What follows belongs to an exercise in optimizing a design on an open flow for small area and a short achievable clock period; a production flow would make more cautious choices.
Only simulation tests tie the RTL to the original design; equivalence was not proved.
The clock port is modelled as an ideal driver; clocking choices that lean on that would not hold on a real chip.
Power and IR drop assume default switching activity.

== south ==
==> flow/design.v <==
module reg_file_sb #(
  parameter int XLEN     = 32,
  parameter int NREGS    = 32,
  parameter int ZERO_REG = 1,
  parameter int ADDR_W   = $clog2(NREGS)
) (
  input  logic              clk,
  input  logic              rst,
  input  logic [ADDR_W-1:0] rs1,
  input  logic [ADDR_W-1:0] rs2,
  input  logic              read_reg_port1,
  input  logic              read_reg_port2,
  output logic [XLEN-1:0]   rs1_data,
  output logic [XLEN-1:0]   rs2_data,
  output logic              rs1_busy,
  output logic              rs2_busy,
  input  logic              issue_valid,
  input  logic [ADDR_W-1:0] issue_rd,
  input  logic              wb_signal,
  input  logic [ADDR_W-1:0] rd,
  input  logic [XLEN-1:0]   wb_data,
  output logic [ADDR_W:0]   busy_count
);
  localparam int LO = (ZERO_REG != 0) ? 1 : 0;
  logic [XLEN-1:0]  rdat  [NREGS];
  logic [NREGS-1:0] valid;
  logic [NREGS-1:0] busy;
  logic [ADDR_W:0]  count;
  logic [NREGS-1:0] wr_sel;
  logic [NREGS-1:0] iss_sel;
  logic [NREGS-1:0] rd1_sel;
  logic [NREGS-1:0] rd2_sel;
  logic             n_set;
  logic             n_clr;
  always_comb begin
    wr_sel  = '0;
    iss_sel = '0;
    rd1_sel = '0;
    rd2_sel = '0;
    for (int r = LO; r < NREGS; r++) begin
      wr_sel[r]  = wb_signal      && (rd       == ADDR_W'(r));
      iss_sel[r] = issue_valid    && (issue_rd == ADDR_W'(r));
      rd1_sel[r] = read_reg_port1 && (rs1      == ADDR_W'(r));
      rd2_sel[r] = read_reg_port2 && (rs2      == ADDR_W'(r));
    end
  end
  for (genvar r = 0; r < NREGS; r++) begin : g_reg
    if (r < LO) begin : g_zero
      assign rdat[r]  = {XLEN{1'b0}};
      assign valid[r] = 1'b0;
      assign busy[r]  = 1'b0;
    end else begin : g_store
      logic [XLEN-1:0] data;
      logic            vld;
      logic            bsy;
      always_ff @(posedge clk) begin
        if (wr_sel[r]) data <= wb_data;
      end
      always_ff @(posedge clk or posedge rst) begin
        if (rst) begin
          vld   <= 1'b0;
          bsy   <= 1'b0;
        end else begin
          vld   <= vld | wr_sel[r];
          bsy   <= iss_sel[r] | (bsy & ~wr_sel[r]);
        end
      end
      assign rdat[r]  = data;
      assign valid[r] = vld;
      assign busy[r]  = bsy;
    end
  end
  logic [NREGS-1:0] dat1_sel;
  logic [NREGS-1:0] dat2_sel;
  assign dat1_sel = rd1_sel & valid;
  assign dat2_sel = rd2_sel & valid;
  for (genvar b = 0; b < XLEN; b++) begin : g_rbit
    logic [NREGS-1:0] col;
    for (genvar r = 0; r < NREGS; r++) begin : g_col
      assign col[r] = rdat[r][b];
    end
    reg_file_sb_rdbit #(.N(NREGS - LO)) u_rd1 (
      .sel(dat1_sel[NREGS-1:LO]), .d(col[NREGS-1:LO]), .o(rs1_data[b]));
    reg_file_sb_rdbit #(.N(NREGS - LO)) u_rd2 (
      .sel(dat2_sel[NREGS-1:LO]), .d(col[NREGS-1:LO]), .o(rs2_data[b]));
  end
  assign rs1_busy = |(rd1_sel & busy);
  assign rs2_busy = |(rd2_sel & busy);
  always_comb begin
    n_set = |(iss_sel & ~busy);
    n_clr = |(wr_sel & ~iss_sel & busy);
  end
  always_ff @(posedge clk or posedge rst) begin
    if (rst) count <= '0;
    else     count <= count + {{ADDR_W{1'b0}}, n_set} - {{ADDR_W{1'b0}}, n_clr};
  end
  assign busy_count = count;
endmodule
module reg_file_sb_rdbit #(
  parameter int N = 32
) (
  input  logic [N-1:0] sel,
  input  logic [N-1:0] d,
  output logic         o
);
  localparam int NG = (N + 2) / 3;
  logic [3*NG-1:0] s;
  logic [3*NG-1:0] x;
  logic [NG-1:0]   y;
  assign s = {{(3*NG-N){1'b0}}, sel};
  assign x = {{(3*NG-N){1'b0}}, d};
  for (genvar g = 0; g < NG; g++) begin : g_grp
    if (3*g + 2 < N) begin : g_3
      reg_file_sb_aoi222 u_aoi (
        .a0(s[3*g]), .b0(x[3*g]), .a1(s[3*g+1]), .b1(x[3*g+1]),
        .a2(s[3*g+2]), .b2(x[3*g+2]), .y(y[g]));
    end else begin : g_rest
      assign y[g] = ~|(s[3*g +: 3] & x[3*g +: 3]);
    end
  end
  assign o = ~&y;
endmodule
module reg_file_sb_aoi222 (
  input  logic a0, b0, a1, b1, a2, b2,
  output logic y
);
  assign y = ~((a0 & b0) | (a1 & b1) | (a2 & b2));
endmodule
Settings: LEC_CHECK=0, CAP_MARGIN=20, CORE_MARGIN=2, CORE_UTILIZATION=50, CTS_BUF_LIST=sky130_fd_sc_hd__clkbuf_16, CTS_CLUSTER_DIAMETER=100, CTS_CLUSTER_SIZE=40, SLEW_MARGIN=20, SYNTH_HIERARCHICAL=1, SYNTH_MINIMUM_KEEP_SIZE=0; clock period 28.0 ns.
standard.sh (not shown) runs the stock make flow with config.mk's settings and CLKGATE_MAP_FILE= SYNTH_SCRIPT=/design/flow/synth_recipe.tcl, a recipe that flattens the netlist after the stock synthesis.
==> flow/flow/run.sh <==
#!/bin/bash
# Standard ORFS layout, with buf_4 port buffers and the timing repair asked
# to leave 15 ns of setup slack, so it works on the port-to-port read paths.
set -euo pipefail
export BUFFER_PORTS_ARGS="-buffer_cell sky130_fd_sc_hd__buf_4"
export SETUP_SLACK_MARGIN=15
bash standard.sh finish > standard.log 2>&1
south never completed, since it errored out during global routing.
### south -> north
==> flow/flow/run.sh <==
#!/bin/bash
# Standard ORFS layout (the standard.sh) with three changes:
#  - port buffers are buf_2 instead of the library's default pick (the
#    timing repair after clock tree synthesis sizes up the ones on slow
#    paths);
#  - the clock tree uses clkbuf_4 in clusters of up to 10 sinks within
#    40 um, without dummy loads;
#  - after clock tree synthesis, flow/post_cts.tcl sizes up gates on the
#    slowest paths.
# The make output goes to standard.log; ORFS keeps each step's log under
# orfs/logs/.
set -euo pipefail
here=$(pwd)
export BUFFER_PORTS_ARGS="-buffer_cell sky130_fd_sc_hd__buf_2"
export CTS_ARGS="-sink_clustering_enable -repair_clock_nets -buf_list sky130_fd_sc_hd__clkbuf_4 -sink_clustering_size 10 -sink_clustering_max_diameter 40 -dont_use_dummy_load"
export POST_CTS_TCL="$here/flow/post_cts.tcl"
bash standard.sh finish > standard.log 2>&1
==> flow/flow/post_cts.tcl (new file) <==
# After clock tree synthesis and its standard timing repair: size up gates
# on the slowest paths (no buffering), then legalise the placement again.
estimate_parasitics -placement
repair_timing -setup -setup_margin 15 -sequence "sizeup,swap" -skip_last_gasp -verbose
detailed_placement
estimate_parasitics -placement
--- a/flow/config.mk
+++ b/flow/config.mk
@@ -9,6 +9,3 @@
 export CORE_MARGIN = 2
-export CORE_UTILIZATION = 50
-export CTS_BUF_LIST = sky130_fd_sc_hd__clkbuf_16
-export CTS_CLUSTER_DIAMETER = 100
-export CTS_CLUSTER_SIZE = 40
+export CORE_UTILIZATION = 40
 export SLEW_MARGIN = 20
[summary]
north went all the way through synthesis, placement and routing and the layout is clean on timing, DRC and antenna.
The lower die span in y came out of south.
Total placed cells including tap cells (north vs. south) increases by a few percent
Between south and north, the pre-CTS setup slack is lower for south.
Diff south..north | sequential-to-total area share from yosys stat | unchanged
Effective utilization at floorplan delta for north relative to south: 9.9 points lower
Lower floorplan row count was reported by south, not north.
Post-synthesis compound-gate area fraction came out exactly the same in south and north.
Lower post-detailed-placement cell area among south and north: north

Starts from the design.v that is shown in full above.
export LEC_CHECK = 0
export CAP_MARGIN = 20
export CORE_MARGIN = 2
export CORE_UTILIZATION = 40
export SLEW_MARGIN = 20
export SYNTH_HIERARCHICAL = 1
export SYNTH_MINIMUM_KEEP_SIZE = 0
create_clock -name core_clock -period 28.0 [get_ports {clk}]
==> flow/flow/run.sh <==
#!/bin/bash
# Standard ORFS layout (the standard.sh) with three changes:
#  - port buffers are buf_4 instead of the library's default pick;
#  - the clock tree uses clkbuf_16 in clusters of up to 24 sinks, without
#    dummy loads;
#  - after clock tree synthesis, flow/post_cts.tcl sizes up gates on the
#    slowest paths.
# The make output goes to standard.log; ORFS keeps each step's log under
# orfs/logs/.
set -euo pipefail
here=$(pwd)
export BUFFER_PORTS_ARGS="-buffer_cell sky130_fd_sc_hd__buf_4"
export CTS_ARGS="-sink_clustering_enable -repair_clock_nets -buf_list sky130_fd_sc_hd__clkbuf_16 -sink_clustering_size 24 -sink_clustering_max_diameter 60 -dont_use_dummy_load"
export POST_CTS_TCL="$here/flow/post_cts.tcl"
bash standard.sh finish > standard.log 2>&1
==> flow/flow/post_cts.tcl <==
# After clock tree synthesis and its standard timing repair: size up gates
# on the slowest paths (no buffering), then legalise the placement again.
estimate_parasitics -placement
repair_timing -setup -setup_margin 15 -sequence "sizeup,swap" -skip_last_gasp -verbose
detailed_placement
estimate_parasitics -placement
Rerun with:
==> flow/run.sh (new file) <==
#!/bin/bash
# synth_recipe.tcl (not shown) runs the flow's synth.tcl, then flattens the netlist and writes it again
# the make line also repeats each setting of config.mk as NAME=value (left out here)
make -C /OpenROAD-flow-scripts/flow DESIGN_CONFIG=/design/flow/config.mk WORK_HOME=/design/flow/orfs CLKGATE_MAP_FILE= SYNTH_SCRIPT=/design/flow/synth_recipe.tcl finish
--- a/flow/config.mk
+++ b/flow/config.mk
@@ -10,0 +11 @@
+export CTS_BUF_LIST = sky130_fd_sc_hd__clkbuf_8
removed: flow/flow/run.sh
removed: flow/flow/post_cts.tcl
removed: flow/standard.sh
Effect: The new run went through all stages and came out clean; hold slack loses 0.016 ns; setup slack loses 1.7 ns; combinational power hardly moves; wire length is about the same; power grows by about 7.5%.
Rerun with:
==> flow/flow/run.sh (new file) <==
#!/bin/bash
# Standard ORFS layout (the standard.sh) with three changes:
#  - port buffers are buf_2 instead of the library's default pick (the
#    timing repair after clock tree synthesis sizes up the ones on slow
#    paths);
#  - the clock tree uses clkbuf_4 in clusters of up to 10 sinks within
#    40 um, without dummy loads;
#  - after clock tree synthesis, flow/post_cts.tcl recovers area on gates
#    with slack to spare and sizes up gates on the slowest paths.
# The make output goes to standard.log; ORFS keeps each step's log under
# orfs/logs/.
set -euo pipefail
here=$(pwd)
export BUFFER_PORTS_ARGS="-buffer_cell sky130_fd_sc_hd__buf_2"
export CTS_ARGS="-sink_clustering_enable -repair_clock_nets -buf_list sky130_fd_sc_hd__clkbuf_4 -sink_clustering_size 10 -sink_clustering_max_diameter 40 -dont_use_dummy_load"
export POST_CTS_TCL="$here/flow/post_cts.tcl"
bash standard.sh finish > standard.log 2>&1
==> flow/flow/post_cts.tcl (new file) <==
# After clock tree synthesis and its standard timing repair:
#  1. downsize gates that have slack to spare (area recovery);
#  2. size up gates on the slowest paths (no buffering), aiming at 15 ns of
#     setup slack so the port-to-port read paths get the upsizing;
#  3. legalise the placement again.
estimate_parasitics -placement
repair_timing -recover_power 100 -verbose
estimate_parasitics -placement
repair_timing -setup -setup_margin 15 -sequence "sizeup,swap" -skip_last_gasp -verbose
detailed_placement
estimate_parasitics -placement
==> flow/standard.sh (new file) <==
#!/bin/bash
# synth_recipe.tcl (not shown) runs the flow's synth.tcl, then flattens the netlist and writes it again
# the make line also repeats each setting of config.mk as NAME=value (left out here)
make -C /OpenROAD-flow-scripts/flow DESIGN_CONFIG=/design/flow/config.mk WORK_HOME=/design/flow/orfs CLKGATE_MAP_FILE= SYNTH_SCRIPT=/design/flow/synth_recipe.tcl "${@:-finish}"
--- a/flow/config.mk
+++ b/flow/config.mk
@@ -11 +10,0 @@
-export CTS_BUF_LIST = sky130_fd_sc_hd__clkbuf_8
removed: flow/run.sh
After rerunning:
- The changed run passed the timing, DRC and antenna checks
- non-clock buffer count is higher by 21
- worst setup slack gets better by 1.7 ns
- hold slack gets better by 0.032 ns
- count of clock-buffer cells in the layout is lower by 29
- synthesized area is unchanged
- wire length is lower by a few percent
- final area is lower by a few percent
- die area is unchanged
- global-route usage is lower by 0.76 points

## JK
RTL: the design.v shown in full above, as it stands there.
==> flow/config.mk <==
export PLATFORM = sky130hd
export DESIGN_NAME = reg_file_sb
export DESIGN_NICKNAME = reg_file_sb
export VERILOG_FILES = /design/flow/design.v
export SDC_FILE = /design/flow/constraint.sdc
export NUM_CORES = 4
export LEC_CHECK = 0
export CAP_MARGIN = 20
export CORE_MARGIN = 2
export CORE_UTILIZATION = 40
export PLACE_DENSITY = 0.75
export SLEW_MARGIN = 20
export SYNTH_HIERARCHICAL = 1
export SYNTH_MINIMUM_KEEP_SIZE = 0
==> flow/constraint.sdc <==
create_clock -name core_clock -period 28.0 [get_ports {clk}]
set_input_delay 5.6000 -clock core_clock [delete_from_list [all_inputs] [get_ports {clk}]]
set_output_delay 5.6000 -clock core_clock [all_outputs]
set_load 0.01 [all_outputs]
==> flow/flow/run.sh <==
#!/bin/bash
# Standard ORFS layout (the standard.sh) with three changes:
#  - port buffers are buf_2 instead of the library's default pick (the
#    timing repair after clock tree synthesis sizes up the ones on slow
#    paths);
#  - the clock tree uses clkbuf_4 in clusters of up to 8 sinks within
#    30 um, without dummy loads;
#  - after clock tree synthesis, flow/post_cts.tcl recovers area on gates
#    with slack to spare and sizes up gates on the slowest paths.
# The make output goes to standard.log; ORFS keeps each step's log under
# orfs/logs/.
set -euo pipefail
here=$(pwd)
export BUFFER_PORTS_ARGS="-buffer_cell sky130_fd_sc_hd__buf_2"
export CTS_ARGS="-sink_clustering_enable -repair_clock_nets -buf_list sky130_fd_sc_hd__clkbuf_4 -sink_clustering_size 8 -sink_clustering_max_diameter 30 -dont_use_dummy_load"
export POST_CTS_TCL="$here/flow/post_cts.tcl"
bash standard.sh finish > standard.log 2>&1
==> flow/flow/post_cts.tcl <==
# After clock tree synthesis and its standard timing repair:
#  1. downsize gates that have slack to spare (area recovery);
#  2. size up gates on the slowest paths (no buffering), aiming at 15 ns of
#     setup slack so the port-to-port read paths get the upsizing;
#  3. legalise the placement again.
estimate_parasitics -placement
repair_timing -recover_power 100 -verbose
estimate_parasitics -placement
repair_timing -setup -setup_margin 15 -sequence "sizeup,swap" -skip_last_gasp -verbose
detailed_placement
estimate_parasitics -placement
--- input diff JK..MS ---
- CTS_BUF_LIST now sky130_fd_sc_hd__clkbuf_4, previously not set
- PLACE_DENSITY no longer set, was 0.75
- CORE_UTILIZATION now 65, was 40
==> flow/run.sh (new file) <==
#!/bin/bash
# synth_recipe.tcl (not shown) runs the flow's synth.tcl, then flattens the netlist and writes it again
# the make line also repeats each setting of config.mk as NAME=value (left out here)
make -C /OpenROAD-flow-scripts/flow DESIGN_CONFIG=/design/flow/config.mk WORK_HOME=/design/flow/orfs CLKGATE_MAP_FILE= SYNTH_SCRIPT=/design/flow/synth_recipe.tcl finish
removed: flow/flow/run.sh
removed: flow/flow/post_cts.tcl
removed: flow/standard.sh
Results
The via count reported for MS is greater than that of JK by 1,677.
Going from JK to MS, final-layout fill cell count went down by about 56%; number of vias per cell grew by about 12%; power drawn by the combinational cells rose about 10%; number of detailed-route iterations in the first pass decreased by 8 relative to the old numbers.
Compared with JK, MS shows die outline area lower by 38%.
Diff JK -> MS: fraction of met3 tracks used by global routing shows an increase of 11 points, area overhead of the layout relative to synthesis moved up, area occupied by multi-input gates has decreased, core utilization of the finished layout higher.
Having completed the whole flow, MS delivered a layout that passed the timing, DRC and antenna checks.
Looking at final wirelength, MS sits 9600 um above JK.

==> afterwards: timing with drivers on the ports <==
In the flow no input, the clock included, has a driving cell. The finished layouts below were timed again as built, in two steps. Step 1, drivers: a clkbuf_16 drives clk and a buf_2 each remaining input, both assumed. Step 2 also shifts input and output timing later by t, the mid clock arrival at the registers, as if the neighbouring blocks saw the same clock. Slacks: ideal ports / drivers / drivers and shift; pairs: ideal ports / drivers.
| run | shift t [ns] | setup WS [ns] | slew at the worst register clock pin (ns) | pins driven straight from the clock port |
|---|---|---|---|---|
| north | 1.075 | 14.412 / 14.348 / 14.348 | 0.11 / 0.11 | 1 |
| the first run of note 2 | 0.696 | 14.467 / 14.399 / 14.399 | 0.09 / 0.09 | 1 |
| the second run of note 2 | 0.907 | 12.728 / 12.675 / 12.675 | 0.07 / 0.07 | 1 |
| the third run of note 2 | 1.072 | 14.381 / 14.319 / 14.319 | 0.12 / 0.12 | 1 |
| JK | 1.078 | 14.389 / 14.320 / 14.320 | 0.09 / 0.09 | 1 |
| MS | 1.161 | 12.689 / 12.660 / 12.660 | 0.08 / 0.08 | 1 |
After both steps every run listed still meets setup and hold. The setup slack of JK, which loses most, moves by -0.069 ns with the drivers and by -0.069 ns with both steps.
